This design comes from an exercise in tuning for small area and few clock cycles on the open sky130 flow, not from production work.
In this exercise RTL edits were held to simulation tests only and were not proved equivalent to the original.
Power is estimated from default activity; no workload was simulated.

==> run E: inputs <==
Design mipsCore, start of the top module:
module mipsCore (
	input logic clk_i,
	input logic reset_i,
	input logic [31:0] instr_i,
	input logic [31:0] dataRdata_i,
	output logic [31:0] pc_o,
	output logic [31:0] dataAddr_o,
	output logic [31:0] dataWdata_o,
	output logic dataWe_o,
	output logic retire_o,
	output logic [31:0] retirePc_o,
	output logic [4:0] retireReg_o,
	output logic [31:0] retireData_o
);
Settings: LEC_CHECK=0, CAP_MARGIN=20, CORE_MARGIN=2, CORE_UTILIZATION=40, SLEW_MARGIN=20, SYNTH_HIERARCHICAL=1; clock period 6.0 ns.
run.sh (not shown) runs the stock make flow with config.mk's settings and CLKGATE_MAP_FILE= SYNTH_SCRIPT=/design/flow/synth_recipe.tcl, a recipe that flattens the netlist after the stock synthesis.
==> run K (differences from run E) <==
--- a/flow/design.v
+++ b/flow/design.v
@@ -35,12 +35,13 @@
 	localparam logic [3:0] aluSlt = 4'd6;
 	localparam logic [3:0] aluSltu = 4'd7;
 	localparam logic [3:0] aluSll = 4'd8;
 	localparam logic [3:0] aluSrl = 4'd9;
 	localparam logic [3:0] aluSra = 4'd10;
 	localparam logic [3:0] aluLui = 4'd11;
+	localparam logic [3:0] aluLink = 4'd12;
 	localparam logic [1:0] fwdNone = 2'd0;
 	localparam logic [1:0] fwdMem = 2'd1;
 	localparam logic [1:0] fwdWb = 2'd2;
 	localparam logic [4:0] linkReg = 5'd31;
 	localparam logic [31:0] resetPc = 32'h0000_0000;
 	typedef union packed {
@@ -61,17 +62,62 @@
 	} instrU;
 endpackage
 `default_nettype wire
 `timescale 1ns/10ps
 `default_nettype none
 import mipsPkg::*;
+module aluPick4 (
+	input logic [3:0] sel_i,
+	input logic [31:0] d0_i,
+	input logic [31:0] d1_i,
+	input logic [31:0] d2_i,
+	input logic [31:0] d3_i,
+	output logic [31:0] y_o
+);
+	assign y_o = ~(~((d0_i & {32{sel_i[0]}}) | (d1_i & {32{sel_i[1]}}) | (d2_i & {32{sel_i[2]}})) &
+		~(d3_i & {32{sel_i[3]}}));
+endmodule
+module aluPick2 (
+	input logic [1:0] sel_i,
+	input logic [31:0] d0_i,
+	input logic [31:0] d1_i,
+	output logic [31:0] y_o
+);
+	assign y_o = (d0_i & {32{sel_i[0]}}) | (d1_i & {32{sel_i[1]}});
+endmodule
+module aluShiftRight (
+	input logic [31:0] d_i,
+	input logic [4:0] shamt_i,
+	input logic fill_i,
+	output logic [31:0] y_o
+);
+	logic [3:0] selLo, selMid;
+	logic [63:0] ext0, ext1, ext2;
+	logic [31:0] step0, step1;
+	always_comb begin
+		for (int n = 0; n < 4; n++) begin
+			selLo[n] = shamt_i[1:0] == 2'(n);
+			selMid[n] = shamt_i[3:2] == 2'(n);
+		end
+	end
+	assign ext0 = {{32{fill_i}}, d_i};
+	aluPick4 u_lo (.sel_i(selLo), .d0_i(ext0[31:0]), .d1_i(ext0[32:1]), .d2_i(ext0[33:2]),
+		.d3_i(ext0[34:3]), .y_o(step0));
+	assign ext1 = {{32{fill_i}}, step0};
+	aluPick4 u_mid (.sel_i(selMid), .d0_i(ext1[31:0]), .d1_i(ext1[35:4]), .d2_i(ext1[39:8]),
+		.d3_i(ext1[43:12]), .y_o(step1));
+	assign ext2 = {{32{fill_i}}, step1};
+	aluPick2 u_hi (.sel_i({shamt_i[4], ~shamt_i[4]}), .d0_i(ext2[31:0]), .d1_i(ext2[47:16]),
+		.y_o(y_o));
+endmodule
 module alu (
 	input logic [31:0] a_i,
 	input logic [31:0] b_i,
 	input logic [4:0] shamt_i,
 	input logic [3:0] op_i,
+	input logic [31:0] link_i,
 	output logic [31:0] y_o,
 	output logic [31:0] sum_o,
 	output logic equal_o
 );
 	logic sub, left, fill, lt, ltu, cout;
 	logic [31:0] bx, p, g, gg, pp, carry, shIn, shOut, shRev;
@@ -110,14 +156,14 @@
 	assign sum_o = p ^ carry;
 	assign ltu = ~cout;
 	assign lt = (a_i[31] == b_i[31]) ? sum_o[31] : a_i[31];
 	assign equal_o = p == '0;
 	assign left = op_i == aluSll;
 	assign fill = op_i == aluSra && b_i[31];
-	assign shIn = left ? rev32(b_i) : b_i;
-	assign shOut = 32'({{32{fill}}, shIn} >> shamt_i);
+	aluPick2 u_rev (.sel_i({left, ~left}), .d0_i(b_i), .d1_i(rev32(b_i)), .y_o(shIn));
+	aluShiftRight u_shift (.d_i(shIn), .shamt_i(shamt_i), .fill_i(fill), .y_o(shOut));
 	assign shRev = rev32(shOut);
 	always_comb begin
 		y_o = '0;
 		if (op_i == aluAdd || op_i == aluSub) y_o = y_o | sum_o;
 		if (op_i == aluAnd) y_o = y_o | g;
 		if (op_i == aluOr) y_o = y_o | (p | g);
@@ -125,12 +171,13 @@
 		if (op_i == aluNor) y_o = y_o | ~(p | g);
 		if (op_i == aluSlt) y_o = y_o | {31'd0, lt};
 		if (op_i == aluSltu) y_o = y_o | {31'd0, ltu};
 		if (op_i == aluSrl || op_i == aluSra) y_o = y_o | shOut;
 		if (op_i == aluSll) y_o = y_o | shRev;
 		if (op_i == aluLui) y_o = y_o | {b_i[15:0], 16'd0};
+		if (op_i == aluLink) y_o = y_o | link_i;
 	end
 endmodule
 `default_nettype wire
 `timescale 1ns/10ps
 `default_nettype none
 module regDec (
@@ -206,13 +253,13 @@
 );
 	logic [1023:0] regs;
 	logic [1023:0] next;
 	logic [31:0] wsel, load;
 	logic [31:0] wd;
 	regDec u_wdec (.a_i(waddr_i), .en_i(we_i), .y_o(wsel));
-	assign wd = wdata_i & {32{~reset_i}};
+	assign wd = wdata_i;
 	assign load = wsel | {32{reset_i}};
 	assign regs[31:0] = '0;
 	assign next[31:0] = '0;
 	for (genvar n = 1; n < 32; n++) begin : g_reg
 		regHold u_hold (
 			.hold_i(~load[n]),
@@ -307,12 +354,13 @@
 			end
 			opJ: jump_o = 1'b1;
 			opJal: begin
 				jump_o = 1'b1;
 				link_o = 1'b1;
 				regWrite_o = 1'b1;
+				aluOp_o = aluLink;
 			end
 			opBeq: branch_o = 1'b1;
 			opBne: begin
 				branch_o = 1'b1;
 				branchNe_o = 1'b1;
 			end
@@ -367,21 +415,21 @@
 );
 	logic [31:2] pcF, pcNextF, pcPlus4F, branchTargetF;
 	mipsPkg::instrU instrD;
 	logic bypassAD, bypassBD, forwardAD, forwardBD;
 	logic [31:0] srcAD, srcBD;
 	logic [4:0] writeRegD;
-	logic regWriteE, memToRegE, memWriteE, aluSrcE, zeroExtE, linkE;
+	logic regWriteE, memToRegE, memWriteE, aluSrcE, zeroExtE;
 	logic branchE, branchNeE, jumpE, jumpRegE, forwardAE, forwardBE;
 	logic [3:0] aluOpE;
 	logic [4:0] writeRegE;
 	logic [25:0] fieldsE;
 	logic [31:2] pcE;
 	logic [31:0] srcAE, srcBE, fwdAE, fwdBE, immExtE, aluBE, aluYE, sumE;
 	logic equalE, takenE;
-	logic regWriteM, memToRegM, memWriteM;
+	logic regWriteM, memToRegM, memWriteM, keepM;
 	logic [4:0] writeRegM;
 	logic [31:2] pcM;
 	logic [31:0] aluOutM, writeDataM, resultM;
 	assign instrD = instr_i;
 	assign instrD_o = instrD;
 	assign pc_o = {pcF, 2'b00};
@@ -415,30 +463,31 @@
 		if (reset_i) begin
 			{regWriteE, memWriteE, branchE, jumpE, jumpRegE} <= '0;
 		end else begin
 			{regWriteE, memWriteE, branchE, jumpE, jumpRegE} <=
 				{regWriteD_i, memWriteD_i, branchD_i, jumpD_i, jumpRegD_i};
 		end
-		{memToRegE, aluSrcE, zeroExtE, linkE, branchNeE, aluOpE} <=
-			{memToRegD_i, aluSrcD_i, zeroExtD_i, linkD_i, branchNeD_i, aluOpD_i};
+		{memToRegE, aluSrcE, zeroExtE, branchNeE, aluOpE} <=
+			{memToRegD_i, aluSrcD_i, zeroExtD_i, branchNeD_i, aluOpD_i};
 		{forwardAE, forwardBE} <= {forwardAD, forwardBD};
 		writeRegE <= writeRegD;
 		fieldsE <= instrD[25:0];
 		pcE <= pcF;
 		srcAE <= srcAD;
 		srcBE <= srcBD;
 	end
-	assign fwdAE = forwardAE ? resultM : srcAE;
-	assign fwdBE = forwardBE ? resultM : srcBE;
+	aluPick2 u_fwdA (.sel_i({forwardAE, ~forwardAE}), .d0_i(srcAE), .d1_i(resultM), .y_o(fwdAE));
+	aluPick2 u_fwdB (.sel_i({forwardBE, ~forwardBE}), .d0_i(srcBE), .d1_i(resultM), .y_o(fwdBE));
 	assign immExtE = zeroExtE ? {16'd0, fieldsE[15:0]} : {{16{fieldsE[15]}}, fieldsE[15:0]};
-	assign aluBE = aluSrcE ? immExtE : fwdBE;
+	aluPick2 u_aluB (.sel_i({aluSrcE, ~aluSrcE}), .d0_i(fwdBE), .d1_i(immExtE), .y_o(aluBE));
 	alu u_alu (
 		.a_i(fwdAE),
 		.b_i(aluBE),
 		.shamt_i(fieldsE[10:6]),
 		.op_i(aluOpE),
+		.link_i({pcPlus4F, 2'b00}),
 		.y_o(aluYE),
 		.sum_o(sumE),
 		.equal_o(equalE)
 	);
 	assign pcPlus4F = pcF + 30'd1;
 	assign branchTargetF = pcF + immExtE[29:0];
@@ -467,23 +516,25 @@
 		end else begin
 			{regWriteM, memWriteM} <= {regWriteE, memWriteE};
 		end
 		memToRegM <= memToRegE;
 		writeRegM <= writeRegE;
 		pcM <= pcE;
-		aluOutM <= linkE ? {pcPlus4F, 2'b00} : aluYE;
+		aluOutM <= aluYE;
 		writeDataM <= fwdBE;
 	end
 	assign dataAddr_o = aluOutM;
 	assign dataWdata_o = writeDataM;
 	assign dataWe_o = memWriteM;
-	assign resultM = memToRegM ? dataRdata_i : aluOutM;
+	assign keepM = !reset_i && writeRegM != 5'd0;
+	aluPick2 u_result (.sel_i({keepM && memToRegM, keepM && !memToRegM}), .d0_i(aluOutM),
+		.d1_i(dataRdata_i), .y_o(resultM));
 	assign retire_o = regWriteM;
 	assign retirePc_o = {pcM, 2'b00};
 	assign retireReg_o = writeRegM;
-	assign retireData_o = (writeRegM == 5'd0) ? '0 : resultM;
+	assign retireData_o = resultM;
 endmodule
 `default_nettype wire
 `timescale 1ns/10ps
 `default_nettype none
 import mipsPkg::*;
 module mipsCore (
==> flow/config.mk (replaced) <==
export PLATFORM = sky130hd
export DESIGN_NAME = mipsCore
export DESIGN_NICKNAME = mipsCore
export VERILOG_FILES = /design/flow/design.v
export SDC_FILE = /design/flow/constraint.sdc
export NUM_CORES = 4
export LEC_CHECK = 0
export CAP_MARGIN = 20
export CORE_MARGIN = 2
export CORE_UTILIZATION = 60
export CTS_CLUSTER_DIAMETER = 100
export CTS_CLUSTER_SIZE = 25
export SLEW_MARGIN = 20
export SYNTH_HIERARCHICAL = 1
==> run X (differences from run E) <==
--- a/flow/design.v
+++ b/flow/design.v
@@ -35,12 +35,13 @@
 	localparam logic [3:0] aluSlt = 4'd6;
 	localparam logic [3:0] aluSltu = 4'd7;
 	localparam logic [3:0] aluSll = 4'd8;
 	localparam logic [3:0] aluSrl = 4'd9;
 	localparam logic [3:0] aluSra = 4'd10;
 	localparam logic [3:0] aluLui = 4'd11;
+	localparam logic [3:0] aluLink = 4'd12;
 	localparam logic [1:0] fwdNone = 2'd0;
 	localparam logic [1:0] fwdMem = 2'd1;
 	localparam logic [1:0] fwdWb = 2'd2;
 	localparam logic [4:0] linkReg = 5'd31;
 	localparam logic [31:0] resetPc = 32'h0000_0000;
 	typedef union packed {
@@ -61,17 +62,62 @@
 	} instrU;
 endpackage
 `default_nettype wire
 `timescale 1ns/10ps
 `default_nettype none
 import mipsPkg::*;
+module aluPick4 (
+	input logic [3:0] sel_i,
+	input logic [31:0] d0_i,
+	input logic [31:0] d1_i,
+	input logic [31:0] d2_i,
+	input logic [31:0] d3_i,
+	output logic [31:0] y_o
+);
+	assign y_o = ~(~((d0_i & {32{sel_i[0]}}) | (d1_i & {32{sel_i[1]}}) | (d2_i & {32{sel_i[2]}})) &
+		~(d3_i & {32{sel_i[3]}}));
+endmodule
+module aluPick2 (
+	input logic [1:0] sel_i,
+	input logic [31:0] d0_i,
+	input logic [31:0] d1_i,
+	output logic [31:0] y_o
+);
+	assign y_o = (d0_i & {32{sel_i[0]}}) | (d1_i & {32{sel_i[1]}});
+endmodule
+module aluShiftRight (
+	input logic [31:0] d_i,
+	input logic [4:0] shamt_i,
+	input logic fill_i,
+	output logic [31:0] y_o
+);
+	logic [3:0] selLo, selMid;
+	logic [63:0] ext0, ext1, ext2;
+	logic [31:0] step0, step1;
+	always_comb begin
+		for (int n = 0; n < 4; n++) begin
+			selLo[n] = shamt_i[1:0] == 2'(n);
+			selMid[n] = shamt_i[3:2] == 2'(n);
+		end
+	end
+	assign ext0 = {{32{fill_i}}, d_i};
+	aluPick4 u_lo (.sel_i(selLo), .d0_i(ext0[31:0]), .d1_i(ext0[32:1]), .d2_i(ext0[33:2]),
+		.d3_i(ext0[34:3]), .y_o(step0));
+	assign ext1 = {{32{fill_i}}, step0};
+	aluPick4 u_mid (.sel_i(selMid), .d0_i(ext1[31:0]), .d1_i(ext1[35:4]), .d2_i(ext1[39:8]),
+		.d3_i(ext1[43:12]), .y_o(step1));
+	assign ext2 = {{32{fill_i}}, step1};
+	aluPick2 u_hi (.sel_i({shamt_i[4], ~shamt_i[4]}), .d0_i(ext2[31:0]), .d1_i(ext2[47:16]),
+		.y_o(y_o));
+endmodule
 module alu (
 	input logic [31:0] a_i,
 	input logic [31:0] b_i,
 	input logic [4:0] shamt_i,
 	input logic [3:0] op_i,
+	input logic [31:0] link_i,
 	output logic [31:0] y_o,
 	output logic [31:0] sum_o,
 	output logic equal_o
 );
 	logic sub, left, fill, lt, ltu, cout;
 	logic [31:0] bx, p, g, gg, pp, carry, shIn, shOut, shRev;
@@ -110,14 +156,14 @@
 	assign sum_o = p ^ carry;
 	assign ltu = ~cout;
 	assign lt = (a_i[31] == b_i[31]) ? sum_o[31] : a_i[31];
 	assign equal_o = p == '0;
 	assign left = op_i == aluSll;
 	assign fill = op_i == aluSra && b_i[31];
-	assign shIn = left ? rev32(b_i) : b_i;
-	assign shOut = 32'({{32{fill}}, shIn} >> shamt_i);
+	aluPick2 u_rev (.sel_i({left, ~left}), .d0_i(b_i), .d1_i(rev32(b_i)), .y_o(shIn));
+	aluShiftRight u_shift (.d_i(shIn), .shamt_i(shamt_i), .fill_i(fill), .y_o(shOut));
 	assign shRev = rev32(shOut);
 	always_comb begin
 		y_o = '0;
 		if (op_i == aluAdd || op_i == aluSub) y_o = y_o | sum_o;
 		if (op_i == aluAnd) y_o = y_o | g;
 		if (op_i == aluOr) y_o = y_o | (p | g);
@@ -125,12 +171,13 @@
 		if (op_i == aluNor) y_o = y_o | ~(p | g);
 		if (op_i == aluSlt) y_o = y_o | {31'd0, lt};
 		if (op_i == aluSltu) y_o = y_o | {31'd0, ltu};
 		if (op_i == aluSrl || op_i == aluSra) y_o = y_o | shOut;
 		if (op_i == aluSll) y_o = y_o | shRev;
 		if (op_i == aluLui) y_o = y_o | {b_i[15:0], 16'd0};
+		if (op_i == aluLink) y_o = y_o | link_i;
 	end
 endmodule
 `default_nettype wire
 `timescale 1ns/10ps
 `default_nettype none
 module regDec (
@@ -206,13 +253,13 @@
 );
 	logic [1023:0] regs;
 	logic [1023:0] next;
 	logic [31:0] wsel, load;
 	logic [31:0] wd;
 	regDec u_wdec (.a_i(waddr_i), .en_i(we_i), .y_o(wsel));
-	assign wd = wdata_i & {32{~reset_i}};
+	assign wd = wdata_i;
 	assign load = wsel | {32{reset_i}};
 	assign regs[31:0] = '0;
 	assign next[31:0] = '0;
 	for (genvar n = 1; n < 32; n++) begin : g_reg
 		regHold u_hold (
 			.hold_i(~load[n]),
@@ -307,12 +354,13 @@
 			end
 			opJ: jump_o = 1'b1;
 			opJal: begin
 				jump_o = 1'b1;
 				link_o = 1'b1;
 				regWrite_o = 1'b1;
+				aluOp_o = aluLink;
 			end
 			opBeq: branch_o = 1'b1;
 			opBne: begin
 				branch_o = 1'b1;
 				branchNe_o = 1'b1;
 			end
@@ -367,21 +415,21 @@
 );
 	logic [31:2] pcF, pcNextF, pcPlus4F, branchTargetF;
 	mipsPkg::instrU instrD;
 	logic bypassAD, bypassBD, forwardAD, forwardBD;
 	logic [31:0] srcAD, srcBD;
 	logic [4:0] writeRegD;
-	logic regWriteE, memToRegE, memWriteE, aluSrcE, zeroExtE, linkE;
+	logic regWriteE, memToRegE, memWriteE, aluSrcE, zeroExtE;
 	logic branchE, branchNeE, jumpE, jumpRegE, forwardAE, forwardBE;
 	logic [3:0] aluOpE;
 	logic [4:0] writeRegE;
 	logic [25:0] fieldsE;
 	logic [31:2] pcE;
 	logic [31:0] srcAE, srcBE, fwdAE, fwdBE, immExtE, aluBE, aluYE, sumE;
 	logic equalE, takenE;
-	logic regWriteM, memToRegM, memWriteM;
+	logic regWriteM, memToRegM, memWriteM, keepM;
 	logic [4:0] writeRegM;
 	logic [31:2] pcM;
 	logic [31:0] aluOutM, writeDataM, resultM;
 	assign instrD = instr_i;
 	assign instrD_o = instrD;
 	assign pc_o = {pcF, 2'b00};
@@ -415,30 +463,31 @@
 		if (reset_i) begin
 			{regWriteE, memWriteE, branchE, jumpE, jumpRegE} <= '0;
 		end else begin
 			{regWriteE, memWriteE, branchE, jumpE, jumpRegE} <=
 				{regWriteD_i, memWriteD_i, branchD_i, jumpD_i, jumpRegD_i};
 		end
-		{memToRegE, aluSrcE, zeroExtE, linkE, branchNeE, aluOpE} <=
-			{memToRegD_i, aluSrcD_i, zeroExtD_i, linkD_i, branchNeD_i, aluOpD_i};
+		{memToRegE, aluSrcE, zeroExtE, branchNeE, aluOpE} <=
+			{memToRegD_i, aluSrcD_i, zeroExtD_i, branchNeD_i, aluOpD_i};
 		{forwardAE, forwardBE} <= {forwardAD, forwardBD};
 		writeRegE <= writeRegD;
 		fieldsE <= instrD[25:0];
 		pcE <= pcF;
 		srcAE <= srcAD;
 		srcBE <= srcBD;
 	end
-	assign fwdAE = forwardAE ? resultM : srcAE;
-	assign fwdBE = forwardBE ? resultM : srcBE;
+	aluPick2 u_fwdA (.sel_i({forwardAE, ~forwardAE}), .d0_i(srcAE), .d1_i(resultM), .y_o(fwdAE));
+	aluPick2 u_fwdB (.sel_i({forwardBE, ~forwardBE}), .d0_i(srcBE), .d1_i(resultM), .y_o(fwdBE));
 	assign immExtE = zeroExtE ? {16'd0, fieldsE[15:0]} : {{16{fieldsE[15]}}, fieldsE[15:0]};
-	assign aluBE = aluSrcE ? immExtE : fwdBE;
+	aluPick2 u_aluB (.sel_i({aluSrcE, ~aluSrcE}), .d0_i(fwdBE), .d1_i(immExtE), .y_o(aluBE));
 	alu u_alu (
 		.a_i(fwdAE),
 		.b_i(aluBE),
 		.shamt_i(fieldsE[10:6]),
 		.op_i(aluOpE),
+		.link_i({pcPlus4F, 2'b00}),
 		.y_o(aluYE),
 		.sum_o(sumE),
 		.equal_o(equalE)
 	);
 	assign pcPlus4F = pcF + 30'd1;
 	assign branchTargetF = pcF + immExtE[29:0];
@@ -467,23 +516,25 @@
 		end else begin
 			{regWriteM, memWriteM} <= {regWriteE, memWriteE};
 		end
 		memToRegM <= memToRegE;
 		writeRegM <= writeRegE;
 		pcM <= pcE;
-		aluOutM <= linkE ? {pcPlus4F, 2'b00} : aluYE;
+		aluOutM <= aluYE;
 		writeDataM <= fwdBE;
 	end
 	assign dataAddr_o = aluOutM;
 	assign dataWdata_o = writeDataM;
 	assign dataWe_o = memWriteM;
-	assign resultM = memToRegM ? dataRdata_i : aluOutM;
+	assign keepM = !reset_i && writeRegM != 5'd0;
+	aluPick2 u_result (.sel_i({keepM && memToRegM, keepM && !memToRegM}), .d0_i(aluOutM),
+		.d1_i(dataRdata_i), .y_o(resultM));
 	assign retire_o = regWriteM;
 	assign retirePc_o = {pcM, 2'b00};
 	assign retireReg_o = writeRegM;
-	assign retireData_o = (writeRegM == 5'd0) ? '0 : resultM;
+	assign retireData_o = resultM;
 endmodule
 `default_nettype wire
 `timescale 1ns/10ps
 `default_nettype none
 import mipsPkg::*;
 module mipsCore (
==> flow/flow/run.sh (new file) <==
#!/bin/bash
# The standard layout, with the port buffers made of the smallest buffer cell
# instead of the delay buffer that buffer_ports picks by default.
set -euo pipefail
export BUFFER_PORTS_ARGS="-buffer_cell sky130_fd_sc_hd__buf_1"
bash standard.sh > standard.log 2>&1
==> flow/standard.sh (new file) <==
#!/bin/bash
# synth_recipe.tcl (not shown) runs the flow's synth.tcl, then flattens the netlist and writes it again
# the make line also repeats each setting of config.mk as NAME=value (left out here)
make -C /OpenROAD-flow-scripts/flow DESIGN_CONFIG=/design/flow/config.mk WORK_HOME=/design/flow/orfs CLKGATE_MAP_FILE= SYNTH_SCRIPT=/design/flow/synth_recipe.tcl "${@:-finish}"
==> flow/config.mk (replaced) <==
export PLATFORM = sky130hd
export DESIGN_NAME = mipsCore
export DESIGN_NICKNAME = mipsCore
export VERILOG_FILES = /design/flow/design.v
export SDC_FILE = /design/flow/constraint.sdc
export NUM_CORES = 4
export LEC_CHECK = 0
export CAP_MARGIN = 20
export CORE_MARGIN = 2
export CORE_UTILIZATION = 55
export CTS_CLUSTER_DIAMETER = 100
export CTS_CLUSTER_SIZE = 25
export SLEW_MARGIN = 20
export SYNTH_HIERARCHICAL = 1
removed: flow/run.sh
==> summary of the runs <==
Run K passed the timing, DRC and antenna checks. Run E finished clean. Run X produced a clean layout.
Worst hold slack: run K > run X > run E.
In run E the critical path depth is higher than in run X, by 3.
Against run K, the sequential power of run E is lower by about 6%.
Cell count, highest first: run E, run X, run K.
The lowest clock skew belongs to run X, the highest to run K.
Combinational power: run X < run E < run K.
First-iteration DRC count, lowest first: run E, run X, run K.
==> figures <==
	run K	run X	run E
Result of the run	complete, no violations	complete, no violations	complete, no violations
Crit Reg-Reg Startpoint	u_datapath.writeRegM[2]	u_datapath.writeRegM[1]	u_datapath.memToRegM
Max_slew headroom	12.0%	12.9%	12.5%
Number of stages on the worst setup path	19	21	24
Critical path required time	6.60 ns	6.71 ns	6.64 ns
Met3 usage	18.9%	17.0%	9.34%
Worst reg-to-reg path cell count	19	21	25
Well Taps	1287	1403	1944
DIE AREA	101000 um^2	110000 um^2	153000 um^2
Post-DP HPWL	181000 um	186000 um	187000 um
Leakage dissipation	24.6 nW	24.0 nW	27.0 nW
Number of clock sinks	1264	1264	1265
Minimum setup slack among reg-to-reg paths	0.19 ns	0.28 ns	0.46 ns
Vias in the first global route	50800	50000	52100
Global-route wire length before repair	385000 um	393000 um	393000 um
Max frequency	172 MHz	175 MHz	174 MHz
Testbench counts of run E, summed over its fixed seeds: cycles 54,290.
Testbench counts of run K, summed over its fixed seeds: cycles 54,290.
Testbench counts of run X, summed over its fixed seeds: cycles 54,290.

==> static timing again, ports no longer ideal <==
Ports are ideal in the flow. The routed layouts listed here were re-timed in OpenROAD.
Step 1, drivers: a clkbuf_16 drives clk_i and a buf_2 each remaining input, both assumed.
Step 2, shift: input delay + t, output delay - t, t = (earliest + latest rising clock arrival at the registers) / 2. This alone moves slack from input paths to output paths.
Three values: no drivers, after step 1, after step 2; two values: the first two.
run	t (ns)	setup WS [ns]	clock arrival spread, ns
run E	0.865	0.256 / 0.319 / -0.546	0.057 / 0.057
run K	0.822	0.194 / 0.194 / -0.376	0.064 / 0.064
run X	0.833	0.284 / 0.284 / -0.188	0.029 / 0.029
Met with ideal ports but missed after step 2: setup timing in every run listed. The setup slack of run E, which loses most, moves by +0.063 ns with the drivers and by -0.802 ns with both steps.
